This design comes from an exercise in tuning for small area, a short achievable clock period and few clock cycles per item on the open sky130 flow, not from production work.
Where RTL was checked, it was by simulation tests only, not by an equivalence proof against the original.
Only the layout flow was run in run 4; the RTL was not checked for function there.

==> flow/design.v <==
`timescale 1ns/10ps
package exec_pkg;
  localparam int WINDOW = 4;
endpackage
`timescale 1ns/10ps
`timescale 1ns/10ps
`timescale 1ns/10ps
`default_nettype none
module alu_lane (
  input  logic        sub,       
  input  logic        left,      
  input  logic        arith,     
  input  logic        sel_add,
  input  logic        sel_sh,
  input  logic        sel_slt,
  input  logic        sel_sltu,
  input  logic        sel_xor,
  input  logic        sel_or,
  input  logic        sel_and,
  input  logic        sel_a,
  input  logic [31:0] a,
  input  logic [31:0] b,
  output logic [31:0] y
);
  logic [33:0] s2;
  logic [32:0] sum;
  logic        lt_u;
  logic        lt_s;
  logic [31:0] sh_in;
  logic [31:0] sh_out;
  logic [31:0] sh_res;
  logic        fill;
  assign s2   = {1'b0, a, 1'b1} + {1'b0, b ^ {32{sub}}, sub};
  assign sum  = s2[33:1];
  assign lt_u = ~sum[32];
  assign lt_s = (a[31] ^ b[31]) ? a[31] : sum[31];
  always_comb begin
    for (int i = 0; i < 32; i++) sh_in[i] = left ? a[31-i] : a[i];
  end
  assign fill   = arith & a[31];
  assign sh_out = 32'($signed({fill, sh_in}) >>> b[4:0]);
  always_comb begin
    for (int i = 0; i < 32; i++) sh_res[i] = left ? sh_out[31-i] : sh_out[i];
  end
  assign y = ({32{sel_add}} & sum[31:0])
           | ({32{sel_sh}}  & sh_res)
           | {31'b0, (sel_slt & lt_s) | (sel_sltu & lt_u)}
           | ({32{sel_xor}} & (a ^ b))
           | ({32{sel_or}}  & (a | b))
           | ({32{sel_and}} & (a & b))
           | ({32{sel_a}}   & a);
endmodule
`default_nettype wire
`timescale 1ns/10ps
`default_nettype none
module muldiv_lane (
  input  logic        clk,
  input  logic        rst_n,
  input  logic        start,
  input  logic [2:0]  ld_op,
  input  logic [31:0] ld_a,
  input  logic [31:0] ld_b,
  input  logic [1:0]  ld_slot,
  input  logic        ack,
  output logic        free,
  output logic [1:0]  slot_q,
  output logic        fix_n,      
  output logic [1:0]  slot_n,     
  output logic [6:0]  msel_n,     
  output logic [31:0] m0,         
  output logic [31:0] m1,
  output logic [31:0] m2,
  output logic [31:0] m3,
  output logic [31:0] m4,
  output logic [31:0] m5,
  output logic [31:0] m6
);
  localparam logic [2:0] S_IDLE = 3'd0, S_NEG = 3'd1, S_DPREP = 3'd2, S_STEP = 3'd3,
                         S_NEGR = 3'd4, S_FIX = 3'd5;
  logic [2:0]  state, state_n;
  logic [2:0]  op_q;
  logic        neg_q;     
  logic [6:0]  msel;      
  logic [4:0]  cnt;
  logic [8:0]  bsel;      
  logic [32:0] X;         
  logic [35:0] L;         
  logic [32:0] Z;         
  function automatic logic [5:0] blen(input logic [31:0] w);
    blen = 6'd0;
    for (int i = 0; i < 32; i++) if (w[i]) blen = 6'(i + 1);
  endfunction
  function automatic logic [2:0] booth1(input logic [2:0] w);
    booth1[2] = w[1] ^ w[0];
    booth1[1] = (w[2] & ~w[1] & ~w[0]) | (~w[2] & w[1] & w[0]);
    booth1[0] = w[2] & ~(w[1] & w[0]);
  endfunction
  function automatic logic [8:0] booth3(input logic [6:0] w);
    booth3 = {booth1(w[2:0]), booth1(w[4:2]), booth1(w[6:4])};
  endfunction
  localparam logic [8:0] DIV_SEL = 9'b100_000_000;
  logic        ld_mul;
  logic        a_sgn, b_sgn, ea, eb;
  logic        a6, a18, b6, b18;
  logic [1:0]  ca, cb, cm;
  logic        swap;
  logic        ld_hi;
  logic [32:0] mult, mcand;
  logic [6:0]  msel_ld;
  assign ld_mul = ~ld_op[2];
  assign a_sgn  = (ld_op != 3'd3) && (ld_op != 3'd5) && (ld_op != 3'd7);
  assign b_sgn  = (ld_op == 3'd0) || (ld_op == 3'd1) || (ld_op == 3'd4) || (ld_op == 3'd6);
  assign ea     = a_sgn & ld_a[31];
  assign eb     = b_sgn & ld_b[31];
  assign a6     = (ld_a[31:5]  == {27{ea}});
  assign a18    = (ld_a[31:17] == {15{ea}});
  assign b6     = (ld_b[31:5]  == {27{eb}});
  assign b18    = (ld_b[31:17] == {15{eb}});
  assign ca     = a6 ? 2'd0 : (a18 ? 2'd1 : 2'd2);
  assign cb     = b6 ? 2'd0 : (b18 ? 2'd1 : 2'd2);
  assign swap   = (ca < cb);
  assign cm     = swap ? ca : cb;
  assign mult   = swap ? {ea, ld_a} : {eb, ld_b};
  assign mcand  = swap ? {eb, ld_b} : {ea, ld_a};
  assign ld_hi  = (ld_op[1:0] != 2'd0);
  always_comb begin
    msel_ld = 7'd0;
    if (!ld_mul)            msel_ld[ld_op[1] ? 5 : 0] = 1'b1;
    else if (cm == 2'd0)    msel_ld[ld_hi ? 4 : 6] = 1'b1;
    else if (cm == 2'd1)    msel_ld[ld_hi ? 3 : 1] = 1'b1;
    else                    msel_ld[ld_hi ? 2 : 0] = 1'b1;
  end
  logic [31:0] nsrc;
  logic [31:0] nx;
  assign nsrc = (state == S_NEGR && !op_q[1]) ? L[31:0] : X[31:0];
  assign nx   = ~nsrc + 32'd1;
  logic [5:0]  bx, bz;
  logic [5:0]  sdiff;
  logic        zdiv, qzero;
  assign bx    = blen(X[31:0]);
  assign bz    = blen(Z[32] ? {~Z[31:1], 1'b1} : Z[31:0]);
  assign sdiff = bx - bz;
  assign zdiv  = (Z[31:0] == 32'd0);
  assign qzero = (bx < bz);
  logic        is_mul_q;
  logic        one0, two0, neg0, one1, two1, neg1, one2, two2, neg2;
  logic [39:0] zs, bm0, bm1, bm2, r0, r1, r2, oa, ob, oc, od, s1, c1, s2, c2;
  logic [40:0] s3;
  logic [39:0] sum;
  logic        ge;
  assign is_mul_q = ~op_q[2];
  assign {one0, two0, neg0, one1, two1, neg1, one2, two2, neg2} = bsel;
  assign zs  = {{7{Z[32]}}, Z};
  assign bm0 = ({40{one0}} & zs) | ({40{two0}} & {zs[38:0], 1'b0});
  assign bm1 = ({40{one1}} & zs) | ({40{two1}} & {zs[38:0], 1'b0});
  assign bm2 = ({40{one2}} & zs) | ({40{two2}} & {zs[38:0], 1'b0});
  assign r0  = bm0 ^ {40{neg0}};
  assign r1  = bm1 ^ {40{neg1}};
  assign r2  = bm2 ^ {40{neg2}};
  assign oa  = {{7{X[32]}}, X};
  assign ob  = r0;
  assign oc  = {r1[37:0], neg2, neg2};
  assign od  = {r2[35:0], neg2, neg1, neg2, neg2};
  assign s1  = oa ^ ob ^ oc;
  assign c1  = {((oa[38:0] & ob[38:0]) | (oa[38:0] & oc[38:0]) | (ob[38:0] & oc[38:0])), neg2};
  assign s2  = s1 ^ c1 ^ od;
  assign c2  = {((s1[38:0] & c1[38:0]) | (s1[38:0] & od[38:0]) | (c1[38:0] & od[38:0])), neg2};
  assign s3  = {s2, 1'b1} + {c2, neg0};
  assign sum = s3[40:1];
  assign ge  = ~sum[39];
  assign m0 = L[31:0];                        
  assign m1 = {X[13:0], L[35:18]};            
  assign m2 = {X[27:0], L[35:32]};            
  assign m3 = {{13{X[32]}}, X[32:14]};        
  assign m4 = {{25{X[32]}}, X[32:26]};        
  assign m5 = X[31:0];                        
  assign m6 = {X[25:0], L[35:30]};            
  logic [2:0] ld_state;
  assign ld_state = ld_mul ? S_STEP : (ea ? S_NEG : S_DPREP);
  assign free     = (state == S_IDLE) || (state == S_FIX && ack);
  always_comb begin
    case (state)
      S_NEG:   state_n = S_DPREP;
      S_DPREP: state_n = S_STEP;
      S_STEP:  state_n = (cnt != 5'd0) ? S_STEP : ((!is_mul_q && neg_q) ? S_NEGR : S_FIX);
      S_NEGR:  state_n = S_FIX;
      S_FIX:   state_n = !ack ? S_FIX : (start ? ld_state : S_IDLE);
      default: state_n = start ? ld_state : S_IDLE;
    endcase
    if (!rst_n) state_n = S_IDLE;
  end
  assign fix_n  = (state_n == S_FIX);
  assign slot_n = (free && start) ? ld_slot : slot_q;
  assign msel_n = (free && start) ? msel_ld : msel;
  always_ff @(posedge clk) begin
    state <= state_n;
  end
  always_ff @(posedge clk) begin
    case (state)
      S_NEG: begin
        X[31:0] <= nx;
      end
      S_DPREP: begin
        if (zdiv) L[31:0] <= 32'hffff_ffff;
        if (zdiv || qzero) begin
          cnt <= 5'd0;
        end else begin
          Z   <= Z << sdiff[4:0];
          cnt <= sdiff[4:0];
        end
      end
      S_NEGR: begin
        if (op_q[1]) X[31:0] <= nx;
        else         L[31:0] <= nx;
      end
      S_STEP: begin
        cnt <= cnt - 5'd1;
        if (is_mul_q) begin
          X    <= sum[38:6];
          L    <= {sum[5:0], L[35:6]};
          bsel <= booth3(L[11:5]);
        end else begin
          if (ge) X <= {1'b0, sum[31:0]};
          L <= {L[34:0], ge};
          Z <= {Z[32], Z[32:1]};
        end
      end
      default: begin
        if (free && start) begin
          op_q   <= ld_op;
          slot_q <= ld_slot;
          msel   <= msel_ld;
          if (ld_mul) begin
            X    <= 33'd0;
            L    <= {{3{mult[32]}}, mult};
            Z    <= mcand;
            bsel <= booth3({mult[5:0], 1'b0});
            cnt  <= (cm == 2'd0) ? 5'd0 : ((cm == 2'd1) ? 5'd2 : 5'd5);
          end else begin
            X      <= {1'b0, ld_a};
            L      <= 36'd0;
            Z      <= {eb, ld_b};
            bsel   <= DIV_SEL | {2'b00, ~eb, 6'b000000};
            neg_q  <= ld_op[1] ? ea : ((ea ^ eb) && (ld_b != 32'd0));
          end
        end
      end
    endcase
  end
endmodule
`default_nettype wire
`timescale 1ns/10ps
`timescale 1ns/10ps
`default_nettype none
module exec_cluster (
  input  logic        clk,
  input  logic        rst_n,
  input  logic        in_valid,
  input  logic [6:0]  in_funct7,
  input  logic [2:0]  in_funct3,
  input  logic [31:0] in_a,
  input  logic [31:0] in_b,
  output logic        in_credit,
  input  logic        out_credit,
  output logic        out_valid,
  output logic [3:0]  out_tag,
  output logic [31:0] out_value
);
  logic        ir_v;
  logic        ir_md;
  logic [2:0]  ir_f3;
  logic [31:0] ir_a;
  logic [31:0] ir_b;
  logic        ir_sub, ir_left, ir_arith;
  logic        ir_add, ir_sh, ir_slt, ir_sltu, ir_xor, ir_or, ir_and;
  logic        d_md, d_alt;
  assign d_md  = (in_funct7 == 7'b0000001);
  assign d_alt = (in_funct7 == 7'b0100000);
  always_ff @(posedge clk) begin
    if (!rst_n) ir_v <= 1'b0;
    else        ir_v <= in_valid;
  end
  always_ff @(posedge clk) begin
    ir_md    <= d_md;
    ir_f3    <= in_funct3;
    ir_a     <= in_a;
    ir_b     <= in_b;
    ir_sub   <= (in_funct3 == 3'd0) ? d_alt : 1'b1;
    ir_left  <= (in_funct3 == 3'd1);
    ir_arith <= d_alt && (in_funct3 == 3'd5);
    ir_add   <= !d_md && (in_funct3 == 3'd0);
    ir_sh    <= !d_md && (in_funct3 == 3'd1 || in_funct3 == 3'd5);
    ir_slt   <= !d_md && (in_funct3 == 3'd2);
    ir_sltu  <= !d_md && (in_funct3 == 3'd3);
    ir_xor   <= !d_md && (in_funct3 == 3'd4);
    ir_or    <= !d_md && (in_funct3 == 3'd6);
    ir_and   <= !d_md && (in_funct3 == 3'd7);
  end
  logic [31:0] s_lo [4];    
  logic [31:0] s_hi [4];    
  logic [2:0]  s_op [4];    
  logic [3:0]  s_done;
  logic [3:0]  s_wait;      
  logic [1:0]  wr_ptr;
  logic [2:0]  rd_ptr;      
  logic [4:0]  cred;
  logic [3:0]  osel;        
  logic [6:0]  omd;         
  logic [31:0] alu_y;
  alu_lane u_alu (
    .sub     (ir_sub),
    .left    (ir_left),
    .arith   (ir_arith),
    .sel_add (ir_add),
    .sel_sh  (ir_sh),
    .sel_slt (ir_slt),
    .sel_sltu(ir_sltu),
    .sel_xor (ir_xor),
    .sel_or  (ir_or),
    .sel_and (ir_and),
    .sel_a   (ir_md),
    .a       (ir_a),
    .b       (ir_b),
    .y       (alu_y)
  );
  logic        md_free;
  logic [1:0]  md_slot;
  logic        md_fix_n;
  logic [1:0]  md_slot_n;
  logic [6:0]  md_msel_n;
  logic [31:0] mw [7];
  logic        md_start;
  logic        any_wait;
  logic [1:0]  wait_idx;
  logic [3:0]  wsel;        
  logic        ir_start;
  logic [2:0]  ld_op;
  logic [31:0] ld_a;
  logic [31:0] ld_b;
  logic [1:0]  ld_slot;
  logic        head_fix;
  logic        emit;
  assign ir_start = md_free && !any_wait && ir_v && ir_md;
  assign md_start = md_free && (any_wait || (ir_v && ir_md));
  always_comb begin
    ld_op = {3{!any_wait}} & ir_f3;
    ld_a  = {32{!any_wait}} & ir_a;
    ld_b  = {32{!any_wait}} & ir_b;
    for (int i = 0; i < 4; i++) begin
      ld_op = ld_op | ({3{wsel[i]}} & s_op[i]);
      ld_a  = ld_a  | ({32{wsel[i]}} & s_lo[i]);
      ld_b  = ld_b  | ({32{wsel[i]}} & s_hi[i]);
    end
  end
  assign ld_slot  = any_wait ? wait_idx : wr_ptr;
  muldiv_lane u_md (
    .clk    (clk),
    .rst_n  (rst_n),
    .start  (md_start),
    .ld_op  (ld_op),
    .ld_a   (ld_a),
    .ld_b   (ld_b),
    .ld_slot(ld_slot),
    .ack    (emit && head_fix),
    .free   (md_free),
    .slot_q (md_slot),
    .fix_n  (md_fix_n),
    .slot_n (md_slot_n),
    .msel_n (md_msel_n),
    .m0     (mw[0]),
    .m1     (mw[1]),
    .m2     (mw[2]),
    .m3     (mw[3]),
    .m4     (mw[4]),
    .m5     (mw[5]),
    .m6     (mw[6])
  );
  logic [3:0]  s_wait_n;
  logic [2:0]  rd_ptr_n;
  logic        any_wait_n;
  logic [1:0]  wait_idx_n;
  logic        head_fix_n;
  always_comb begin
    for (int i = 0; i < 4; i++) begin
      s_wait_n[i] = s_wait[i];
      if (md_start && any_wait && wait_idx == 2'(i)) s_wait_n[i] = 1'b0;
      if (ir_v && wr_ptr == 2'(i)) s_wait_n[i] = ir_md && !ir_start;
    end
    rd_ptr_n   = rd_ptr + 3'(emit);
    any_wait_n = 1'b0;
    wait_idx_n = rd_ptr_n[1:0];
    for (int k = 3; k >= 0; k--) begin
      if (s_wait_n[2'(rd_ptr_n[1:0] + 2'(k))]) begin
        any_wait_n = 1'b1;
        wait_idx_n = 2'(rd_ptr_n[1:0] + 2'(k));
      end
    end
    head_fix_n = md_fix_n && (md_slot_n == rd_ptr_n[1:0]);
  end
  assign head_fix  = |omd;
  assign emit      = (s_done[rd_ptr[1:0]] || head_fix) && (cred != 5'd0);
  assign out_valid = emit;
  assign in_credit = emit;
  assign out_tag   = {1'b0, rd_ptr};
  always_comb begin
    out_value = 32'd0;
    for (int i = 0; i < 4; i++) out_value = out_value | ({32{osel[i]}} & s_lo[i]);
    for (int k = 0; k < 7; k++) out_value = out_value | ({32{omd[k]}} & mw[k]);
  end
  always_ff @(posedge clk) begin
    if (!rst_n) begin
      wr_ptr   <= 2'd0;
      rd_ptr   <= 3'd0;
      cred     <= 5'd0;
      s_done   <= 4'd0;
      s_wait   <= 4'd0;
      any_wait <= 1'b0;
      wait_idx <= 2'd0;
      wsel     <= 4'd0;
      osel     <= 4'b0001;
      omd      <= 7'd0;
    end else begin
      s_wait   <= s_wait_n;
      any_wait <= any_wait_n;
      wait_idx <= wait_idx_n;
      for (int i = 0; i < 4; i++) wsel[i] <= any_wait_n && (wait_idx_n == 2'(i));
      rd_ptr   <= rd_ptr_n;
      cred     <= cred + 5'(out_credit) - 5'(emit);
      if (ir_v) wr_ptr <= wr_ptr + 2'd1;
      for (int i = 0; i < 4; i++) begin
        osel[i] <= !head_fix_n && (rd_ptr_n[1:0] == 2'(i));
        if (emit && rd_ptr[1:0] == 2'(i)) s_done[i] <= 1'b0;
        if (ir_v && wr_ptr == 2'(i)) s_done[i] <= !ir_md;
      end
      omd <= {7{head_fix_n}} & md_msel_n;
    end
  end
  always_ff @(posedge clk) begin
    for (int i = 0; i < 4; i++) begin
      if (ir_v && wr_ptr == 2'(i)) begin
        s_lo[i] <= alu_y;
        s_hi[i] <= ir_b;
        s_op[i] <= ir_f3;
      end
    end
  end
endmodule
`default_nettype wire
==> flow/run.sh <==
#!/bin/bash
# synth_recipe.tcl (not shown) runs the flow's synth.tcl, then flattens the netlist and writes it again
# the make line also repeats each setting of config.mk as NAME=value (left out here)
make -C /OpenROAD-flow-scripts/flow DESIGN_CONFIG=/design/flow/config.mk WORK_HOME=/design/flow/orfs CLKGATE_MAP_FILE= SYNTH_SCRIPT=/design/flow/synth_recipe.tcl finish
==> flow/config.mk <==
export PLATFORM = sky130hd
export DESIGN_NAME = exec_cluster
export DESIGN_NICKNAME = exec_cluster
export VERILOG_FILES = /design/flow/design.v
export SDC_FILE = /design/flow/constraint.sdc
export NUM_CORES = 4
export LEC_CHECK = 0
export CAP_MARGIN = 20
export CORE_MARGIN = 2
export CORE_UTILIZATION = 40
export PLACE_DENSITY = 0.6
export SETUP_SLACK_MARGIN = 3.5
export SLEW_MARGIN = 20
==> flow/constraint.sdc <==
create_clock -name core_clock -period 8.0 [get_ports {clk}]
set_input_delay 1.6000 -clock core_clock [delete_from_list [all_inputs] [get_ports {clk}]]
set_output_delay 1.6000 -clock core_clock [all_outputs]
set_load 0.01 [all_outputs]
==> results of run 1 <==
area by class of cell:
type	instances	share of cell area, %
sequential	514	29.9
timing repair inverter	1	0.0157
timing repair buffer	505	10.1
clock inverter	40	0.791
tap	1265	3.31
clock buffer	72	3.43
multi-input combinational	3017	51.0
antenna	2	0.0105
inverter	173	1.38
how the worst max path moves through the flow:
| stage | startpoint | end | slack (ns) | cells past startpoint |
|---|---|---|---|---|
| 6_report | u_md.X[9]$_DFFE_PP_ | u_md.X[23]$_DFFE_PP_ | 2.50 | 16 |
| 5_1_grt | u_md.bsel[5]$_DFFE_PP_ | u_md.X[23]$_DFFE_PP_ | 2.35 | 20 |
| 4_1_cts | u_md.Z[4]$_DFFE_PP_ | u_md.Z[14]$_DFFE_PP_ | 3.00 | 21 |
| 3_5_place_dp | u_md.bsel[7]$_DFFE_PP_ | u_md.X[11]$_DFFE_PP_ | 1.85 | 15 |
| 3_3_place_gp | u_md.bsel[7]$_DFFE_PP_ | u_md.X[8]$_DFFE_PP_ | 1.93 | 15 |
| 2_1_floorplan | u_md.bsel[8]$_DFFE_PP_ | u_md.X[0]$_DFFE_PP_ | 3.02 | 17 |
cells in the final DEF (no fill, tap or decap), types with 67 or more instances in the layout:
| cell type | count |
|---|---|
| xnor2_1 | 164 |
| mux2i_1 | 160 |
| buf_4 | 310 |
| fa_1 | 70 |
| clkdlybuf4s50_1 | 114 |
| dfxtp_1 | 102 |
| o21ai_0 | 209 |
| xor2_1 | 78 |
| edfxtp_1 | 396 |
| nand2_1 | 407 |
| ha_1 | 152 |
| nand3_1 | 78 |
| nor2_1 | 191 |
| a221oi_1 | 73 |
| a21oi_1 | 205 |
| a222oi_1 | 86 |
| clkbuf_16 | 67 |
| o211ai_1 | 78 |
| a22oi_1 | 161 |
| inv_1 | 162 |
layer usage:
metal / routed length [µm] / track usage [%] / vias to the layer above
met5: 71 / 0 / -
met4: 12100 / 17.6 / 8
met3: 20300 / 8.83 / 679
met2: 73100 / 49.6 / 2662
met1: 61400 / 40.5 / 17900
li1: - / - / 15700
registers in the layout, indices dropped and copies added (netlist names), 5 cells and up:
| signal | flops |
|---|---|
| ir_b | 32 |
| u_md.X | 33 |
| ir_a | 32 |
| u_md.bsel | 9 |
| cred | 5 |
| u_md.cnt | 5 |
| u_md.msel | 7 |
| s_lo | 128 |
| omd | 7 |
| u_md.Z | 33 |
| s_hi | 128 |
| u_md.L | 36 |
| s_op | 12 |
repair_timing:
action	CTS	global route
resized for setup	270	177
cloned	8	4
pin swaps	115	94
buffers inserted	182	115
endpoints found under the setup margin	233	220
cells by family (layout without fill, tap and decap cells):
logic type	count (synthesis)	count (layout)
AO/OA/AOI/OAI	1254	1256
multiplexers	254	254
flip-flops	514	514
buffers and inverters	517	791
other	1	3
adder cells (fa/ha/maj)	245	245
AND/OR/NAND/NOR	995	995
XOR/XNOR	266	266
metrics by stage:
step | instances | hold WS [ns] | cell area, µm² | setup slack [ns]
floorplan | 4046 | 0.461 | 38900 | 3.02
global placement | 5166 | 0.521 | 40900 | 1.93
detailed placement | 5166 | 0.502 | 40900 | 1.85
CTS | 5468 | 0.542 | 45800 | 3.00
global route | 5587 | 0.555 | 47800 | 2.35
finish | 5589 | 0.536 | 47800 | 2.50
worst max-delay path, cell delays in order, from the launching register on:
cell and delay, ns:
edfxtp_1 1.05, fa_1 0.59, fa_1 0.52, ha_4 0.30, inv_1 0.04, o21bai_1 0.17, a21o_1 0.16, a21oi_2 0.06
o211ai_1 0.14, a21oi_2 0.11, buf_6 0.15, o311ai_4 0.35, and2_4 0.24, a21oi_4 0.07, xnor2_4 0.17, a222oi_1 0.91
o21ai_1 0.13
==> impl_metrics.toml, run 1 <==
[yosys]
synthSimpleGateAreaFrac_pct = 11.8
synth-edff-count = 396
synthAdderAreaFrac_pct = 9.39
syn_area_mm2 = 0.0386
synthMuxAreaShare_pct = 8.04
synth_xor_xnor_area_share_pct = 6.04
synth_top_family_by_area = "compound AO/OA/AOI/OAI gates"
ys_seq_elements = 514
syn_nets = 4369
yosysMostFrequentCell = "nand2_1"
yosysWarnings = 10
synth_top_area_share_pct = 30.8
postSynthAreaPerCell_um2 = 9.53
yosysUniqueCellTypes = 83
synth_common_cells = "nand2_1 (421), edfxtp_1 (396), clkbuf_1 (276)"
synth_cells = 4046
synthArstFlopShare_pct = 0
synth-compound-area-share_pct = 22.6
ys_dominant_reg_cell = "edfxtp_1"
synth.area.top_cells = "edfxtp_1 (31%), dfxtp_1 (6.1%), ha_1 (5.5%)"
ys_seq_area_share_pct = 37.0
yosys.area.top_type = "edfxtp_1"

[floorplanning]
ioPinCount = 116
fp.coreArea_mm2 = 0.0953
start_util_pct = 40.5
die_area_mm2 = 0.0989
die_w_um = 314
row_count = 113
die_y_um = 314

[setup_path]
r2r_end = "u_md.X[23]$_DFFE_PP_"
critPathRequiredTime_ns = 8.37
cp_max_fo = 9
worstPathArrival_ns = 5.87
rrSetupSlack_ns = 2.50
end_kind = "flip-flop"
rr_startpoint = "u_md.X[9]$_DFFE_PP_"
reg2reg_depth = 16
start_kind = "flip-flop"
path_class = "reg2reg"

[run]
maxCapViolCount = 0

[sta]
fmax_mhz = 182
setup_tns_ns = 0
rsz0062_at_grt = "yes"
worst_pin_slew_ns = 1.20
slew_viol_final = 0
fin_crit_sh_pct = 68.7
clock_skew_ns = 0.0469
slew_headroom_pct = 19.6
setup_viol = 0
final.min_clock_period_ns = 5.50
hold_viol = 0

[placement]
io_buffers = 114
dp_hpwl_mm = 111
place.gp.congestion = 1.05

[clocking]
cts_sinks = 514
clock_path_buffers = 3
cts_root_buf = "clkbuf_16"
htreeDepth = 2
clock_latency_ns = 0.70
hold_buffers = 0
cts_tree = "done"
cts_buffers = 59
clk_pin_slew_ns = 0.06

[route]
ant_nets = 0
avgRoutedWirePerCell_um = 29.9
first_pass_iters = 12
drt_wl_total_mm = 167
drcViolationCount = 0
drt_iter0_markers = 5431
viasPerCell = 6.61
vias = 37000

[layout]
final_core_util_pct = 50.1
syn_to_final_growth_pct = 23.9
multi_input_area_mm2 = 0.0244
register_area_mm2 = 0.0143
drive_gt1_share_pct = 20.4
finalNetCount = 4594
fillers = 8729

[grt]
grt_max_degree = 63
antenna_found_initial = 5
grt_usage_pct = 32.0
grt_pass1_vias = 34400
grt_pass1_wl_mm = 235
gr-total-overflow = 0

[hold_path]
holdPathEnd = "s_op[0][1]$_DFFE_PP_"
min_path_type = "reg2reg"
whs_path_depth = 0
hold_start = "ir_f3[1]$_DFF_P_"

[status]
status = "timing/DRC/antenna clean"
Testbench counts, summed over its fixed seeds: cycles 7,612, items 4,800.
==> run 2, diff against run 1 <==
--- a/flow/config.mk
+++ b/flow/config.mk
@@ -11,3 +11,3 @@
 export PLACE_DENSITY = 0.6
-export SETUP_SLACK_MARGIN = 3.5
+export SETUP_SLACK_MARGIN = 3.0
 export SLEW_MARGIN = 20
==> impl_metrics.toml, run 2 <==
[yosys]
syn_area_mm2 = 0.0386
synth_common_cells = "nand2_1 (421), edfxtp_1 (396), clkbuf_1 (276)"
synth-edff-count = 396
yosysUniqueCellTypes = 83
ys_dominant_reg_cell = "edfxtp_1"
postSynthAreaPerCell_um2 = 9.53
ys_seq_area_share_pct = 37.0
synth_cells = 4046
yosysMostFrequentCell = "nand2_1"
synth_top_area_share_pct = 30.8
yosys.area.top_type = "edfxtp_1"
syn_nets = 4369
synthArstFlopShare_pct = 0
ys_seq_elements = 514
yosysWarnings = 10
synth.area.top_cells = "edfxtp_1 (31%), dfxtp_1 (6.1%), ha_1 (5.5%)"

[sta]
setup_tns_ns = 0
final.min_clock_period_ns = 5.36
rsz0062_at_grt = "yes"
slew_viol_final = 0
slew_headroom_pct = 12.1
fin_crit_sh_pct = 67.0
worst_pin_slew_ns = 1.31
setup_viol = 0
clock_skew_ns = 0.0415
hold_ws_ns = 0.521
hold_viol = 0
fmax_mhz = 187

[hold_path]
whs_path_depth = 2
holdPathEnd = "omd[4]$_SDFF_PN0_"
hold_start = "u_md.msel[4]$_DFFE_PN_"
min_path_type = "reg2reg"

[grt]
grt_max_degree = 77
antenna_found_initial = 11
gr-total-overflow = 0
grt_pass1_wl_mm = 235
grt_pass1_vias = 33500
grt_usage_pct = 32.2

[clocking]
cts_root_buf = "clkbuf_16"
clk_pin_slew_ns = 0.07
htreeDepth = 2
clock_latency_ns = 0.66
cts_buffers = 57
cts_tree = "done"
clock_path_buffers = 3
cts_sinks = 514

[layout]
mostFrequentLayoutCell = "nand2_1"
fillers = 8888
syn_to_final_growth_pct = 19.4
mostFrequentLayoutCells = "nand2_1 (415), edfxtp_1 (396), a21oi_1 (221)"
largest_registers = "s_hi (128), s_lo (128), u_md.L (36)"
stdcell_count = 5470
drive_gt1_share_pct = 16.2
finalNetCount = 4473

[setup_path]
critPathRequiredTime_ns = 8.37
start_kind = "flip-flop"
cp_max_fo = 9
end_kind = "flip-flop"
worstPathArrival_ns = 5.73
r2r_end = "u_md.Z[31]$_DFFE_PP_"
path_class = "reg2reg"
rr_startpoint = "u_md.X[4]$_DFFE_PP_"
reg2reg_depth = 23
rrSetupSlack_ns = 2.64

[placement]
dp_hpwl_mm = 113
placed_cells = 5187
io_buffers = 114
place.gp.congestion = 1.01

[floorplanning]
fp.coreArea_mm2 = 0.0953
die_area_mm2 = 0.0989
ioPinCount = 116
start_util_pct = 40.5
die_w_um = 314
die_y_um = 314
row_count = 113

[route]
viasPerCell = 6.70
drcViolationCount = 0
drt_iter0_markers = 6210
vias = 36600
avgRoutedWirePerCell_um = 30.3
ant_nets = 0
first_pass_iters = 13
drt_wl_total_mm = 165

[run]
maxCapViolCount = 0

[status]
status = "timing/DRC/antenna clean"
run 2: cell counts after synthesis:
No cell type changed its count.
run 2: worst max path at each step:
stage / startpoint / to / slack [ns] / depth (start not counted)
2_1_floorplan: u_md.Z[12]$_DFFE_PP_ / u_md.X[0]$_DFFE_PP_ / 3.00 / 17
3_3_place_gp: u_md.bsel[8]$_DFFE_PP_ / u_md.X[10]$_DFFE_PP_ / 1.87 / 17
3_5_place_dp: u_md.bsel[8]$_DFFE_PP_ / u_md.X[11]$_DFFE_PP_ / 1.81 / 17
4_1_cts: u_md.bsel[5]$_DFFE_PP_ / u_md.X[31]$_DFFE_PP_ / 2.91 / 19
5_1_grt: u_md.X[4]$_DFFE_PP_ / u_md.Z[23]$_DFFE_PP_ / 2.53 / 23
6_report: u_md.X[4]$_DFFE_PP_ / u_md.Z[31]$_DFFE_PP_ / 2.64 / 23
run 2: area by class of cell:
cell class | instances | area, µm² | area share, %
repair buffers | 386 | 3590 | 7.79
clock buffers | 76 | 1710 | 3.72
inverters | 173 | 653 | 1.42
diodes | 6 | 15.0 | 0.0326
clock inverters | 32 | 474 | 1.03
repair inverters | 1 | 7.51 | 0.0163
flip-flops and latches | 514 | 14300 | 31.0
multi-input cells | 3017 | 23700 | 51.5
well taps | 1265 | 1580 | 3.44
run 2: repair_timing:
| item | in CTS | in global routing |
|---|---|---|
| buffers inserted | 99 | 55 |
| hold buffers | 0 | 0 |
| pin swaps | 46 | 102 |
| gates cloned | 3 | 3 |
| setup endpoints to repair | 150 | 161 |
| gates resized for setup | 88 | 196 |
run 2: per-layer routing:
layer,wire [µm],GRT usage (%),vias up
li1,-,-,15500
met1,61500,41.6,17700
met2,72100,49.0,2726
met3,21200,9.21,706
met4,10600,16.3,10
met5,54,0,-
run 2: logic make-up after synthesis:
group / share of synthesized area (%)
and+or+nand+nor: 11.8
muxes: 8.04
other: 0.00972
DFF: 37.0
buffers and inverters: 5.15
AOI/OAI and AO/OA: 22.6
xor gates and xnor gates: 6.04
adders and majority gates: 9.39
run 2: stage by stage:
stage,worst slack (ns),util (%),cell area (µm²)
after floorplan,3.00,-,38800
after global placement,1.87,43.0,41000
after detailed placement,1.81,43.0,41000
after CTS,2.91,46.8,44600
after global routing,2.53,48.3,46000
final,2.64,48.3,46100
run 2: worst max-delay path, stage by stage (launching register included):
cell        delay, ns
edfxtp_1         0.75
nor3_1           0.31
nor3_1           0.07
nor3_1           0.24
o31ai_1          0.10
a21boi_0         0.21
nor3_1           0.06
o31ai_1          0.26
nand2_1          0.12
nand2_1          0.11
nand2_1          0.15
a21o_1           0.27
fa_2             0.71
buf_12           0.16
clkinvlp_4       0.17
buf_4            0.20
a211oi_2         0.23
a21oi_2          0.08
mux2i_2          0.23
mux2i_2          0.13
a21oi_1          0.15
nor2_1           0.05
a211oi_1         0.22
a21oi_1          0.06
==> run 3, diff against run 2 <==
--- a/flow/config.mk
+++ b/flow/config.mk
@@ -9,4 +9,4 @@
 export CORE_MARGIN = 2
-export CORE_UTILIZATION = 40
-export PLACE_DENSITY = 0.6
+export CORE_UTILIZATION = 60
+export PLACE_DENSITY = 0.75
 export SETUP_SLACK_MARGIN = 3.0
==> impl_metrics.toml, run 3 <==
[layout]
syn_to_final_growth_pct = 16.2
fin_area_mm2 = 0.0448
stdcell_count = 5024
fillers = 4725
mostFrequentLayoutCell = "nand2_1"
largest_registers = "s_hi (128), s_lo (128), u_md.L (36)"
drive_gt1_share_pct = 14.9
finalNetCount = 4448
mostFrequentLayoutCells = "nand2_1 (416), edfxtp_1 (396), o21ai_0 (232)"
final_core_util_pct = 70.8

[route]
avgRoutedWirePerCell_um = 30.9
vias = 37100
drcViolationCount = 0
drt_wl_total_mm = 155
ant_nets = 0
drt_iter0_markers = 7654
viasPerCell = 7.38
first_pass_iters = 13

[yosys]
ys_dominant_reg_cell = "edfxtp_1"
yosysUniqueCellTypes = 83
synth_top_area_share_pct = 30.8
yosys.area.top_type = "edfxtp_1"
ys_seq_elements = 514
postSynthAreaPerCell_um2 = 9.53
synthArstFlopShare_pct = 0
synth-edff-count = 396
synth.area.top_cells = "edfxtp_1 (31%), dfxtp_1 (6.1%), ha_1 (5.5%)"
synth_cells = 4046
ys_seq_area_share_pct = 37.0
syn_area_mm2 = 0.0386
yosysMostFrequentCell = "nand2_1"
synth_common_cells = "nand2_1 (421), edfxtp_1 (396), clkbuf_1 (276)"
syn_nets = 4369
yosysWarnings = 10

[floorplanning]
row_count = 92
ioPinCount = 116
start_util_pct = 60.9
die_w_um = 258
die_area_mm2 = 0.0663
die_y_um = 258
fp.coreArea_mm2 = 0.0633

[setup_path]
crit_family = "compound AO/OA/AOI/OAI gates"
path_class = "reg2reg"
cpPeakStageDelay_ns = 0.56
critPathRequiredTime_ns = 8.33
crit_buf_inv = 3
cp_max_fo = 12
critical_path.slowest_cell = "or4_4"
start_kind = "flip-flop"
end_kind = "flip-flop"
worstPathArrival_ns = 5.82
path_cells = "buf_4 -> buf_4 -> a22oi_1 -> xnor2_1 -> fa_1 -> fa_1 -> ha_2 -> nand2_1 -> or4_4 -> o311ai_4 -> and2_4 -> a21oi_4 -> o31ai_4 -> nand2_4 -> a21oi_4 -> clkbuf_16"

[grt]
grt_max_degree = 68
grt_pass1_vias = 34200
grt_usage_pct = 45.2
grt_pass1_wl_mm = 224
gr-total-overflow = 0
antenna_found_initial = 11

[placement]
io_buffers = 114
place.gp.congestion = 1.08
placed_cell_area_mm2 = 0.0403
placed_cells = 4752
dp_hpwl_mm = 103

[sta]
final.min_clock_period_ns = 5.49
rsz0062_at_grt = "yes"
setup_tns_ns = 0
setup_viol = 0
fmax_mhz = 182
slew_headroom_pct = 15.6
hold_viol = 0
slew_viol_final = 0
clock_skew_ns = 0.0536
worst_pin_slew_ns = 1.27
fin_crit_sh_pct = 68.6

[clocking]
htreeDepth = 2
cts_tree = "done"
clock_latency_ns = 0.66
cts_root_buf = "clkbuf_16"
cts_buffers = 54
clock_path_buffers = 3
clk_pin_slew_ns = 0.06
cts_sinks = 514

[status]
status = "timing/DRC/antenna clean"

[run]
maxCapViolCount = 0

[hold_path]
min_path_type = "reg2reg"
[run 3: cell counts after synthesis]
Identical to the previous run, type by type.
[run 3: worst register-to-register path, cell delays in order (launching register included)]
cell	delay, ns
edfxtp_1	0.44
buf_4	0.17
buf_4	0.20
a22oi_1	0.27
xnor2_1	0.19
fa_1	0.48
fa_1	0.53
ha_2	0.43
nand2_1	0.11
or4_4	0.56
o311ai_4	0.38
and2_4	0.25
a21oi_4	0.07
o31ai_4	0.34
nand2_4	0.11
a21oi_4	0.41
clkbuf_16	0.27
[run 3: final timing paths]
| kind | slack, ns | from | end | cells after the start |
|---|---|---|---|---|
| max | 2.51 | u_md.bsel[4]$_DFFE_PP_ | u_md.X[19]$_DFFE_PP_ | 16 |
| min reg2reg | 0.54 | u_md.msel[4]$_DFFE_PN_ | omd[4]$_SDFF_PN0_ | 2 |
| max reg2reg | 2.51 | u_md.bsel[4]$_DFFE_PP_ | u_md.X[19]$_DFFE_PP_ | 16 |
| min | 0.54 | u_md.msel[4]$_DFFE_PN_ | omd[4]$_SDFF_PN0_ | 2 |
[run 3: routing by layer]
metal  up-vias  track usage, %  share of wire, %
li1      15400               -                 -
met1     17200            55.5                33
met2      3418            66.6                42
met3       986            16.0                15
met4        10            31.6               9.6
met5         -               0              0.14
[run 3: cells by family after synthesis]
logic type                 count (synthesis)  synth area share [%]
xor gates and xnor gates                 266                  6.04
AOI/OAI and AO/OA                       1254                  22.6
adders and majority gates                245                  9.39
and+or+nand+nor                          995                  11.8
buffers and inverters                    517                  5.15
other                                      1               0.00972
muxes                                    254                  8.04
DFF                                      514                  37.0
[run 3: per-stage QoR]
step | worst slack, ns | hold slack, ns
after floorplan | 3.00 | 0.461
after global placement | 1.98 | 0.490
after detailed placement | 1.92 | 0.529
after CTS | 2.96 | 0.533
after global routing | 2.49 | 0.547
final | 2.51 | 0.535
[run 3: repair_timing]
action	4_1_cts	5_1_grt
gates cloned	3	3
buffers inserted	87	68
hold buffers	0	0
pin swaps	17	88
gates resized for setup	55	186
endpoints found under the setup margin	153	190
[run 3: cell type report]
class	instances	area, µm²	share of cell area [%]
inverter	173	661	1.47
multi-input combinational	3018	23600	52.7
clock buffer	76	1500	3.34
sequential	514	14300	31.9
timing repair buffer	364	3390	7.56
clock inverter	26	305	0.681
antenna	7	17.5	0.0391
tap	846	1060	2.36
==> run 4, diff against run 3 <==
--- a/flow/design.v
+++ b/flow/design.v
@@ -22,3 +22,7 @@
   input  logic [31:0] b,
-  output logic [31:0] y
+  input  logic        xsh,
+  input  logic [31:0] xv,
+  input  logic [4:0]  xamt,
+  output logic [31:0] y,
+  output logic [31:0] xy
 );
@@ -32,2 +36,5 @@
   logic        fill;
+  logic        sl;
+  logic [31:0] sv;
+  logic [4:0]  samt;
   assign s2   = {1'b0, a, 1'b1} + {1'b0, b ^ {32{sub}}, sub};
@@ -36,10 +43,14 @@
   assign lt_s = (a[31] ^ b[31]) ? a[31] : sum[31];
+  assign sl   = left | xsh;
+  assign sv   = xsh ? xv : a;
+  assign samt = xsh ? xamt : b[4:0];
   always_comb begin
-    for (int i = 0; i < 32; i++) sh_in[i] = left ? a[31-i] : a[i];
+    for (int i = 0; i < 32; i++) sh_in[i] = sl ? sv[31-i] : sv[i];
   end
-  assign fill   = arith & a[31];
-  assign sh_out = 32'($signed({fill, sh_in}) >>> b[4:0]);
+  assign fill   = arith & a[31] & ~xsh;
+  assign sh_out = 32'($signed({fill, sh_in}) >>> samt);
   always_comb begin
-    for (int i = 0; i < 32; i++) sh_res[i] = left ? sh_out[31-i] : sh_out[i];
+    for (int i = 0; i < 32; i++) sh_res[i] = sl ? sh_out[31-i] : sh_out[i];
   end
+  assign xy = sh_res;
   assign y = ({32{sel_add}} & sum[31:0])
@@ -64,2 +75,7 @@
   input  logic        ack,
+  input  logic        sh_free,    
+  input  logic [31:0] sh_y,       
+  output logic        sh_req,     
+  output logic [4:0]  sh_amt,
+  output logic [31:0] sh_v,
   output logic        free,
@@ -144,2 +160,5 @@
   assign qzero = (bx < bz);
+  assign sh_req = (state == S_DPREP);
+  assign sh_v   = Z[31:0];
+  assign sh_amt = (zdiv || qzero) ? 5'd0 : sdiff[4:0];
   logic        is_mul_q;
@@ -183,3 +202,3 @@
       S_NEG:   state_n = S_DPREP;
-      S_DPREP: state_n = S_STEP;
+      S_DPREP: state_n = sh_free ? S_STEP : S_DPREP;
       S_STEP:  state_n = (cnt != 5'd0) ? S_STEP : ((!is_mul_q && neg_q) ? S_NEGR : S_FIX);
@@ -203,8 +222,6 @@
       S_DPREP: begin
-        if (zdiv) L[31:0] <= 32'hffff_ffff;
-        if (zdiv || qzero) begin
-          cnt <= 5'd0;
-        end else begin
-          Z   <= Z << sdiff[4:0];
-          cnt <= sdiff[4:0];
+        if (sh_free) begin
+          if (zdiv) L[31:0] <= 32'hffff_ffff;
+          Z[31:0] <= sh_y;
+          cnt     <= sh_amt;
         end
@@ -309,2 +326,8 @@
   logic [31:0] alu_y;
+  logic        md_sh_req;
+  logic [4:0]  md_sh_amt;
+  logic [31:0] md_sh_v;
+  logic [31:0] sh_y;
+  logic        sh_free;
+  assign sh_free = !(ir_v && ir_sh);
   alu_lane u_alu (
@@ -323,3 +346,7 @@
     .b       (ir_b),
-    .y       (alu_y)
+    .xsh     (md_sh_req && sh_free),
+    .xv      (md_sh_v),
+    .xamt    (md_sh_amt),
+    .y       (alu_y),
+    .xy      (sh_y)
   );
@@ -364,2 +391,7 @@
     .ack    (emit && head_fix),
+    .sh_free(sh_free),
+    .sh_y   (sh_y),
+    .sh_req (md_sh_req),
+    .sh_amt (md_sh_amt),
+    .sh_v   (md_sh_v),
     .free   (md_free),
--- a/flow/config.mk
+++ b/flow/config.mk
@@ -9,4 +9,4 @@
 export CORE_MARGIN = 2
-export CORE_UTILIZATION = 60
-export PLACE_DENSITY = 0.75
+export CORE_UTILIZATION = 40
+export PLACE_DENSITY = 0.6
 export SETUP_SLACK_MARGIN = 3.0
==> impl_metrics.toml, run 4 <==
[clocking]
cts_sinks = 514
cts_buffers = 56
cts_root_buf = "clkbuf_16"
htreeDepth = 2
clock_path_buffers = 3
clk_pin_slew_ns = 0.07
clock_latency_ns = 0.69
cts_tree = "done"

[hold_path]
holdPathEnd = "s_done[1]$_SDFFE_PN0P_"
whs_path_depth = 2
min_path_type = "reg2reg"
hold_start = "s_done[1]$_SDFFE_PN0P_"

[sta]
final.min_clock_period_ns = 6.25
setup_tns_ns = 0
worst_pin_slew_ns = 1.32
setup_viol = 0
rsz0062_at_grt = "yes"
slew_viol_final = 0
fmax_mhz = 160
slew_headroom_pct = 11.6
clock_skew_ns = 0.0776
hold_viol = 0
fin_crit_sh_pct = 78.1

[floorplanning]
ioPinCount = 116
die_w_um = 312
row_count = 112
fp.coreArea_mm2 = 0.0935
start_util_pct = 40.5
die_y_um = 312
die_area_mm2 = 0.0971

[setup_path]
rr_startpoint = "u_md.X[11]$_DFFE_PP_"
worstPathArrival_ns = 6.72
cpPeakStageDelay_ns = 0.82
rrSetupSlack_ns = 1.75
crit_family = "compound AO/OA/AOI/OAI gates"
start_kind = "flip-flop"
end_kind = "flip-flop"
path_class = "reg2reg"
path_cells = "o21bai_1 -> a21oi_1 -> o21bai_1 -> a21oi_1 -> o21ai_1 -> a21oi_1 -> o21ai_1 -> a221o_2 -> ha_4 -> fa_2 -> nor2b_2 -> o21ai_2 -> a21oi_2 -> o21ai_2 -> a2111o_2 -> buf_12 -> nand2_8 -> mux2i_4 -> mux2i_2 -> mux4_2 -> o21a_4 -> mux2i_4 -> mux2i_1 -> o21ai_1"
reg2reg_depth = 24
cp_max_fo = 10
r2r_end = "u_md.Z[6]$_DFFE_PP_"
critPathRequiredTime_ns = 8.47
crit_buf_inv = 1
critical_path.slowest_cell = "edfxtp_1"

[placement]
place.gp.congestion = 1.05
io_buffers = 114
dp_hpwl_mm = 129
placed_cell_area_mm2 = 0.0406

[yosys]
synth_common_cells = "edfxtp_1 (396), nand2_1 (312), clkbuf_1 (254)"
syn_nets = 4273
postSynthAreaPerCell_um2 = 9.58
ys_seq_area_share_pct = 37.7
synthArstFlopShare_pct = 0
synth_cells = 3950
synth-edff-count = 396
syn_area_mm2 = 0.0378
ys_dominant_reg_cell = "edfxtp_1"
yosys.area.top_type = "edfxtp_1"
synth.area.top_cells = "edfxtp_1 (31%), dfxtp_1 (6.2%), ha_1 (5.7%)"
ys_seq_elements = 514
yosysMostFrequentCell = "edfxtp_1"
yosysUniqueCellTypes = 99
yosysWarnings = 10
synth_top_area_share_pct = 31.4

[route]
drcViolationCount = 0
ant_nets = 0
first_pass_iters = 12
vias = 37000
drt_wl_total_mm = 185
avgRoutedWirePerCell_um = 33.9
drt_iter0_markers = 6383
viasPerCell = 6.78

[grt]
grt_usage_pct = 36.5
busiest_layer = "met2"
antenna_found_initial = 12
grt_pass1_vias = 34400
grt_max_degree = 52
gr-total-overflow = 0
gr-usage-met3_pct = 15.6
met1_usage_pct = 44.1
met2_usage_pct = 51.0
grt_pass1_wl_mm = 256

[layout]
mostFrequentLayoutCells = "edfxtp_1 (396), nand2_1 (299), buf_4 (275)"
fin_area_mm2 = 0.0471
syn_to_final_growth_pct = 24.6
mostFrequentLayoutCell = "edfxtp_1"
register_area_mm2 = 0.0143
finalNetCount = 4487
largest_registers = "s_hi (128), s_lo (128), u_md.L (36)"
fillers = 8527
multi_input_area_mm2 = 0.0241
drive_gt1_share_pct = 20.6

[run]
maxCapViolCount = 0

[status]
status = "timing/DRC/antenna clean"
==> run 4: worst max-delay path by stage <==
stage                         startpoint               endpoint  slack [ns]  depth (start not counted)
global placement    u_md.Z[32]$_DFFE_PP_  s_lo[1][31]$_DFFE_PP_        1.14                         27
global route        u_md.Z[32]$_DFFE_PP_  s_lo[1][28]$_DFFE_PP_        1.62                         30
finish              u_md.X[11]$_DFFE_PP_    u_md.Z[6]$_DFFE_PP_        1.75                         24
CTS                 u_md.Z[32]$_DFFE_PP_  s_lo[3][20]$_DFFE_PP_        1.98                         29
floorplan            u_md.Z[1]$_DFFE_PP_  s_lo[0][11]$_DFFE_PP_        2.43                         31
detailed placement  u_md.Z[32]$_DFFE_PP_  s_lo[1][31]$_DFFE_PP_        1.14                         26
==> run 4: kinds of logic after synthesis <==
| group | after synthesis | share of synthesized area [%] |
|---|---|---|
| buf+inv | 494 | 5.17 |
| simple gates | 980 | 12.2 |
| fa+ha+maj | 246 | 9.60 |
| other cells | 1 | 0.00991 |
| mux | 221 | 6.15 |
| compound gates | 1249 | 23.5 |
| xor+xnor | 245 | 5.67 |
| flops | 514 | 37.7 |
==> run 4: timing repair <==
item | in CTS | in global routing
setup endpoints to repair | 268 | 259
resized for setup | 303 | 191
pin swaps | 119 | 156
buffers inserted | 156 | 69
hold buffers | 0 | 0
cloned | 8 | 3
==> run 4: area by class of cell <==
type                            instances  area share [%]
Clock buffer                           71            3.16
Timing Repair Buffer                  479            9.66
Inverter                              166            1.34
Sequential cell                       514            30.3
Antenna cell                            3          0.0159
Multi-Input combinational cell       2947            51.1
Clock inverter                         31            1.08
Tap cell                             1254            3.33
==> run 4: worst reg2reg max path, delay by kind of cell, from the launching register on <==
kind / cells / cell delay [ns]
flops: 1 / 0.82
buf+inv: 1 / 0.17
fa+ha+maj: 2 / 0.55
mux: 5 / 1.41
simple gates: 2 / 0.28
compound gates: 14 / 2.80
==> run 4: per-layer routing <==
| metal | vias up | wire length, µm |
|---|---|---|
| li1 | 15400 | - |
| met1 | 17800 | 65100 |
| met2 | 2995 | 73700 |
| met3 | 811 | 27200 |
| met4 | 14 | 18900 |
| met5 | - | 192 |
==> run 4: metrics by stage <==
step | util, % | setup WS, ns | cells | hold slack, ns
floorplan | - | 2.43 | 3950 | 0.459
global placement | 43.4 | 1.14 | 5122 | 0.479
detailed placement | 43.4 | 1.14 | 5122 | 0.489
CTS | 48.7 | 1.98 | 5388 | 0.502
global route | 50.4 | 1.62 | 5463 | 0.521
finish | 50.4 | 1.75 | 5465 | 0.507
==> run 5, diff against run 4 <==
--- a/flow/design.v
+++ b/flow/design.v
@@ -93,4 +93,4 @@
 );
-  localparam logic [2:0] S_IDLE = 3'd0, S_NEG = 3'd1, S_DPREP = 3'd2, S_STEP = 3'd3,
-                         S_NEGR = 3'd4, S_FIX = 3'd5;
+  localparam logic [2:0] S_IDLE = 3'd0, S_NEG = 3'd1, S_DPREP = 3'd2, S_ALIGN = 3'd3,
+                         S_STEP = 3'd4, S_CORR = 3'd5, S_NEGR = 3'd6, S_FIX = 3'd7;
   logic [2:0]  state, state_n;
@@ -160,5 +160,5 @@
   assign qzero = (bx < bz);
-  assign sh_req = (state == S_DPREP);
+  assign sh_req = (state == S_ALIGN);
+  assign sh_amt = cnt;
   assign sh_v   = Z[31:0];
-  assign sh_amt = (zdiv || qzero) ? 5'd0 : sdiff[4:0];
   logic        is_mul_q;
@@ -202,4 +202,7 @@
       S_NEG:   state_n = S_DPREP;
-      S_DPREP: state_n = sh_free ? S_STEP : S_DPREP;
-      S_STEP:  state_n = (cnt != 5'd0) ? S_STEP : ((!is_mul_q && neg_q) ? S_NEGR : S_FIX);
+      S_DPREP: state_n = S_ALIGN;
+      S_ALIGN: state_n = sh_free ? S_STEP : S_ALIGN;
+      S_STEP:  state_n = (cnt != 5'd0) ? S_STEP :
+                         (is_mul_q ? S_FIX : (op_q[1] ? S_CORR : (neg_q ? S_NEGR : S_FIX)));
+      S_CORR:  state_n = neg_q ? S_NEGR : S_FIX;
       S_NEGR:  state_n = S_FIX;
@@ -222,7 +225,10 @@
       S_DPREP: begin
-        if (sh_free) begin
-          if (zdiv) L[31:0] <= 32'hffff_ffff;
-          Z[31:0] <= sh_y;
-          cnt     <= sh_amt;
-        end
+        if (zdiv) L[31:0] <= 32'hffff_ffff;
+        cnt <= (zdiv || qzero) ? 5'd0 : sdiff[4:0];
+      end
+      S_ALIGN: begin
+        if (sh_free) Z[31:0] <= sh_y;
+      end
+      S_CORR: begin
+        if (X[32]) X <= sum[32:0];
       end
@@ -239,5 +245,6 @@
         end else begin
-          if (ge) X <= {1'b0, sum[31:0]};
+          X <= sum[32:0];
           L <= {L[34:0], ge};
-          Z <= {Z[32], Z[32:1]};
+          if (cnt != 5'd0) Z <= {Z[32], Z[32:1]};
+          bsel[6] <= (cnt == 5'd0) ? Z[32] : (ge ^ Z[32]);
         end
--- a/flow/config.mk
+++ b/flow/config.mk
@@ -11,3 +11,3 @@
 export PLACE_DENSITY = 0.6
-export SETUP_SLACK_MARGIN = 3.0
+export SETUP_SLACK_MARGIN = 3.5
 export SLEW_MARGIN = 20
==> impl_metrics.toml, run 5 <==
[status]
status = "timing/DRC/antenna clean"

[yosys]
ys_dominant_reg_cell = "edfxtp_1"
ys_seq_elements = 514
synth_top_area_share_pct = 31.2
yosys.area.top_type = "edfxtp_1"
synth_cells = 3926
postSynthAreaPerCell_um2 = 9.70
synth.area.top_cells = "edfxtp_1 (31%), dfxtp_1 (6.2%), mux2i_1 (6.1%)"
yosysWarnings = 10
synth-edff-count = 396
yosysUniqueCellTypes = 90
syn_area_mm2 = 0.0381
ys_seq_area_share_pct = 37.4
syn_nets = 4249
synth_common_cells = "edfxtp_1 (396), nand2_1 (312), clkbuf_1 (263)"
synthArstFlopShare_pct = 0
yosysMostFrequentCell = "edfxtp_1"

[floorplanning]
fp.coreArea_mm2 = 0.0947
row_count = 113
ioPinCount = 116
start_util_pct = 40.2
die_y_um = 313
die_w_um = 313
die_area_mm2 = 0.0977

[sta]
slew_headroom_pct = 16.2
rsz0062_at_grt = "yes"
hold_viol = 0
fmax_mhz = 207
fin_crit_sh_pct = 60.5
slew_viol_final = 0
setup_ws_ns = 3.16
worst_pin_slew_ns = 1.26
setup_tns_ns = 0
setup_viol = 0
final.min_clock_period_ns = 4.84
clock_skew_ns = 0.0733

[setup_path]
worstPathArrival_ns = 5.26
path_cells = "fa_1 -> fa_1 -> ha_4 -> and4_1 -> and3_4 -> a221o_1 -> a211oi_4 -> o21bai_4 -> buf_12 -> a31oi_1 -> o31ai_2 -> o21ai_2 -> a22oi_2"
start_kind = "flip-flop"
cpPeakStageDelay_ns = 1.07
critPathRequiredTime_ns = 8.42
critical_path.slowest_cell = "edfxtp_1"
path_common_cell = "fa_1"
cp_max_fo = 9
path_class = "reg2reg"
end_kind = "flip-flop"

[hold_path]
min_path_type = "reg2reg"

[route]
drcViolationCount = 0
avgRoutedWirePerCell_um = 33.7
drt_iter0_markers = 6163
drt_wl_total_mm = 180
first_pass_iters = 10
ant_nets = 0
vias = 36500
viasPerCell = 6.82

[grt]
grt_pass1_vias = 33500
antenna_found_initial = 16
grt_max_degree = 68
gr-total-overflow = 0
grt_usage_pct = 35.3
grt_pass1_wl_mm = 250

[layout]
fillers = 8858
largest_registers = "s_hi (128), s_lo (128), u_md.L (36)"
mostFrequentLayoutCells = "edfxtp_1 (396), nand2_1 (306), buf_4 (230)"
multi_input_area_mm2 = 0.0232
mostFrequentLayoutCell = "edfxtp_1"
drive_gt1_share_pct = 15.9
syn_to_final_growth_pct = 18.5
finalNetCount = 4354
stdcell_count = 5350
fin_area_mm2 = 0.0452
register_area_mm2 = 0.0143

[clocking]
cts_buffers = 56
htreeDepth = 2
cts_root_buf = "clkbuf_16"
hold_buffers = 0
cts_tree = "done"
cts_sinks = 514
clk_pin_slew_ns = 0.07
clock_latency_ns = 0.69
clock_path_buffers = 3

[placement]
place_ws_ns = 2.69
io_buffers = 114
placed_cell_area_mm2 = 0.0407
placed_cells = 5090
place.gp.congestion = 1.04
dp_hpwl_mm = 126

[run]
maxCapViolCount = 0
==> run 5: final cells by class <==
class,count,area share (%)
flip-flops and latches,514,31.7
inverters,150,1.26
clock inverters,33,0.671
repair buffers,388,8.04
diodes,6,0.0333
multi-input cells,2921,51.4
well taps,1265,3.51
clock buffers,73,3.41
==> run 5: per-layer routing <==
layer,track usage (%),wire (µm),up-vias
li1,-,-,15200
met1,45.7,66200,17700
met2,51.6,75000,2885
met3,10.9,24400,706
met4,21.5,14400,16
met5,0,103,-
==> run 5: worst max-delay path: cells and delay by family (launching register included) <==
family | cells | cell delay [ns]
AO/OA/AOI/OAI | 7 | 1.50
adder cells (fa/ha/maj) | 3 | 1.44
flip-flops | 1 | 1.07
AND/OR/NAND/NOR | 2 | 0.40
buffers and inverters | 1 | 0.16
==> run 5: worst paths after layout <==
| check | startpoint | end | slack (ns) | cells after the start |
|---|---|---|---|---|
| worst max-delay path | u_md.X[19]$_DFFE_PP_ | u_md.bsel[6]$_DFFE_PP_ | 3.16 | 13 |
| worst min-delay path | ir_f3[1]$_DFF_P_ | s_op[1][1]$_DFFE_PP_ | 0.53 | 0 |
| worst max register to register | u_md.X[19]$_DFFE_PP_ | u_md.bsel[6]$_DFFE_PP_ | 3.16 | 13 |
| worst min register to register | ir_f3[1]$_DFF_P_ | s_op[1][1]$_DFFE_PP_ | 0.53 | 0 |
==> run 5: cell families after synthesis <==
group | share of synthesized area (%)
xor+xnor | 5.86
simple gates | 11.2
flops | 37.4
buf+inv | 5.09
fa+ha+maj | 9.50
other cells | 0.00984
compound gates | 23.4
mux | 7.60
==> run 5: metrics by stage <==
stage / utilization [%] / hold slack (ns)
after global routing: 47.7 / 0.540
after floorplan: - / 0.461
after global placement: 43.0 / 0.504
final: 47.7 / 0.525
after detailed placement: 43.0 / 0.498
after CTS: 46.6 / 0.523
==> run 5: timing repair <==
| item | 4_1_cts | 5_1_grt |
|---|---|---|
| resized for setup | 175 | 90 |
| cloned | 3 | 3 |
| pin swaps | 89 | 64 |
| setup endpoints to repair | 276 | 228 |
| endpoints found under the hold margin | 0 | 0 |
| setup buffers | 73 | 67 |
Testbench counts of run 5, summed over its fixed seeds: cycles 7,925, items 4,800.
==> run 6, diff against run 5 <==
--- a/flow/config.mk
+++ b/flow/config.mk
@@ -7,2 +7,3 @@
 export LEC_CHECK = 0
+export ABC_AREA = 1
 export CAP_MARGIN = 20
@@ -11,3 +12,3 @@
 export PLACE_DENSITY = 0.6
-export SETUP_SLACK_MARGIN = 3.5
+export SETUP_SLACK_MARGIN = 3.0
 export SLEW_MARGIN = 20
==> impl_metrics.toml, run 6 <==
[setup_path]
path_cells = "inv_1 -> o211ai_1 -> a221oi_1 -> o2111ai_1 -> clkdlybuf4s50_1"
critical_path.slowest_cell = "dfxtp_2"
cpPeakStageDelay_ns = 0.72
crit_start = "omd[0]$_SDFF_PN0_"
path_class = "reg2out"
crit_buf_inv = 2
start_kind = "flip-flop"
crit_family = "buffers and inverters"
critPathRequiredTime_ns = 6.40
cp_max_fo = 23
worstPathArrival_ns = 3.45
rr_startpoint = "u_md.Z[22]$_DFFE_PP_"
end_kind = "output pin"

[sta]
fmax_mhz = 198
rsz0062_at_grt = "yes"
slew_headroom_pct = 12.9
clock_skew_ns = 0.0804
hold_viol = 0
setup_viol = 0
worst_pin_slew_ns = 1.31
fin_crit_sh_pct = 63.2
setup_tns_ns = 0
final.min_clock_period_ns = 5.05
setup_ws_ns = 2.95
slew_viol_final = 0

[clocking]
cts_tree = "done"
hold_buffers = 0
cts_root_buf = "clkbuf_16"
htreeDepth = 2
cts_sinks = 514
cts_buffers = 58
clk_pin_slew_ns = 0.06
clock_latency_ns = 0.70
clock_path_buffers = 3

[route]
avgRoutedWirePerCell_um = 28.7
first_pass_iters = 8
ant_nets = 0
viasPerCell = 6.12
drcViolationCount = 0
vias = 37000
drt_iter0_markers = 5037
drt_wl_total_mm = 173

[placement]
place.gp.congestion = 1.07
dp_hpwl_mm = 131
place_ws_ns = 2.00
io_buffers = 114

[yosys]
synth.area.top_cells = "edfxtp_1 (32%), nand2_1 (11%), dfxtp_1 (6.3%)"
syn_area_mm2 = 0.0376
ys_seq_elements = 514
yosysUniqueCellTypes = 76
synth_cells = 4615
ys_dominant_reg_cell = "edfxtp_1"
ys_seq_area_share_pct = 37.9
synth_top_area_share_pct = 31.6
postSynthAreaPerCell_um2 = 8.15
syn_nets = 4938
synth-edff-count = 396
synthArstFlopShare_pct = 0
yosysMostFrequentCell = "nand2_1"
yosys.area.top_type = "edfxtp_1"
synth_common_cells = "nand2_1 (1,055), inv_1 (462), edfxtp_1 (396)"
yosysWarnings = 10

[floorplanning]
row_count = 112
die_w_um = 311
fp.coreArea_mm2 = 0.0933
ioPinCount = 116
die_y_um = 311
die_area_mm2 = 0.0965
start_util_pct = 40.3

[grt]
grt_pass1_vias = 34200
antenna_found_initial = 7
gr-total-overflow = 0
grt_pass1_wl_mm = 245
grt_max_degree = 69
grt_usage_pct = 34.5

[layout]
mostFrequentLayoutCells = "nand2_1 (1,048), inv_1 (430), edfxtp_1 (396)"
mostFrequentLayoutCell = "nand2_1"
largest_registers = "s_hi (128), s_lo (128), u_md.L (36)"
fillers = 9366
syn_to_final_growth_pct = 17.1
drive_gt1_share_pct = 10.9
finalNetCount = 5064

[hold_path]
hold_start = "s_done[3]$_SDFFE_PN0P_"
min_path_type = "reg2reg"

[status]
status = "timing/DRC/antenna clean"

[run]
maxCapViolCount = 0
==> run 6: cells by family (layout without fill, tap and decap cells) <==
group | Yosys count | count (layout) | synth area share, %
simple gates | 1629 | 1629 | 18.3
compound gates | 1263 | 1263 | 21.1
buf+inv | 721 | 894 | 7.44
flops | 514 | 514 | 37.9
fa+ha+maj | 245 | 245 | 9.63
xor+xnor | 238 | 238 | 5.54
mux | 4 | 4 | 0.106
other cells | 1 | 2 | 0.00997
==> run 6: worst paths after layout <==
check                                              end  slack [ns]  cells past startpoint
worst max-delay path                      out_value[1]        2.95                      5
worst min-delay path            s_done[3]$_SDFFE_PN0P_        0.47                      2
worst max register to register  u_md.bsel[6]$_DFFE_PP_        3.08                     20
worst min register to register  s_done[3]$_SDFFE_PN0P_        0.47                      2
==> run 6: cell type report <==
cell class	instances	area (µm²)	share of cell area (%)
Timing Repair inverter	7	52.6	0.119
Tap cell	1254	1570	3.56
Clock inverter	36	505	1.15
Timing Repair Buffer	300	2740	6.22
Inverter	480	1910	4.33
Multi-Input combinational cell	3380	21400	48.6
Sequential cell	514	14300	32.4
Antenna cell	1	2.50	0.00568
Clock buffer	71	1570	3.57
==> run 6: timing repair <==
item                                    in CTS  in global routing
buffers inserted                            29                 75
cloned                                       4                  3
endpoints found under the setup margin     215                160
pin swaps                                    3                 23
gates resized for setup                     98                142
==> run 6: worst reg2reg max path: cells and delay by family (launching register included) <==
kind	cells	cell delay (ns)
adder cells (fa/ha/maj)	3	1.29
buffers and inverters	2	0.42
flip-flops	1	0.49
AND/OR/NAND/NOR	4	0.56
AO/OA/AOI/OAI	9	1.40
XOR/XNOR	2	0.52
==> run 6: through the flow <==
stage	utilization, %	hold WS [ns]	cells	cell area [µm²]
floorplan	-	0.438	4615	37600
global placement	42.9	0.462	5821	40000
detailed placement	42.9	0.464	5821	40000
CTS	45.9	0.472	5961	42800
global route	47.2	0.488	6042	44000
finish	47.2	0.468	6043	44000
==> run 6: per-layer routing <==
layer	GRT usage [%]	up-vias	wire (µm)	share of wire (%)
met5	0	-	70	0.040
met4	20.6	10	12900	7.5
met3	7.59	554	18700	11
met2	52.5	2301	74800	43
met1	44.8	17600	66600	38
li1	-	16500	-	-

==> static timing again, ports no longer ideal <==
The flow's constraints put no driver on any port. The routed layouts listed below were extracted and timed again, unchanged, in two steps. Step 1 (the two cells are an assumption about what drives the block):
set clk [get_ports {clk}]
set_driving_cell -lib_cell sky130_fd_sc_hd__clkbuf_16 $clk
set_driving_cell -lib_cell sky130_fd_sc_hd__buf_2 [delete_from_list [all_inputs] $clk]
Step 2 also shifts input and output timing later by t, the mid clock arrival at the registers, as if the neighbouring blocks saw the same clock. Three values: ideal ports, drivers, drivers and shift; two values: the first two.
run	shift t [ns]	setup slack, ns	worst hold slack (ns)	worst setup path at the end	slew at the worst register clock pin (ns)
run 1	0.746	2.502 / 2.502 / 2.502	0.536 / 0.536 / 0.536	register to register	0.07 / 0.07
run 2	0.707	2.641 / 2.641 / 2.641	0.521 / 0.521 / 0.521	register to register	0.07 / 0.07
run 3	0.696	2.511 / 2.511 / 2.511	0.535 / 0.535 / 0.535	register to register	0.07 / 0.07
run 4	0.722	1.752 / 1.752 / 1.752	0.507 / 0.507 / 0.507	register to register	0.07 / 0.07
run 5	0.727	3.161 / 3.161 / 3.161	0.525 / 0.525 / 0.525	register to register	0.07 / 0.07
run 6	0.731	2.948 / 2.877 / 3.084	0.468 / 0.468 / 0.468	register to register	0.08 / 0.08
After both steps every run listed still meets setup and hold.
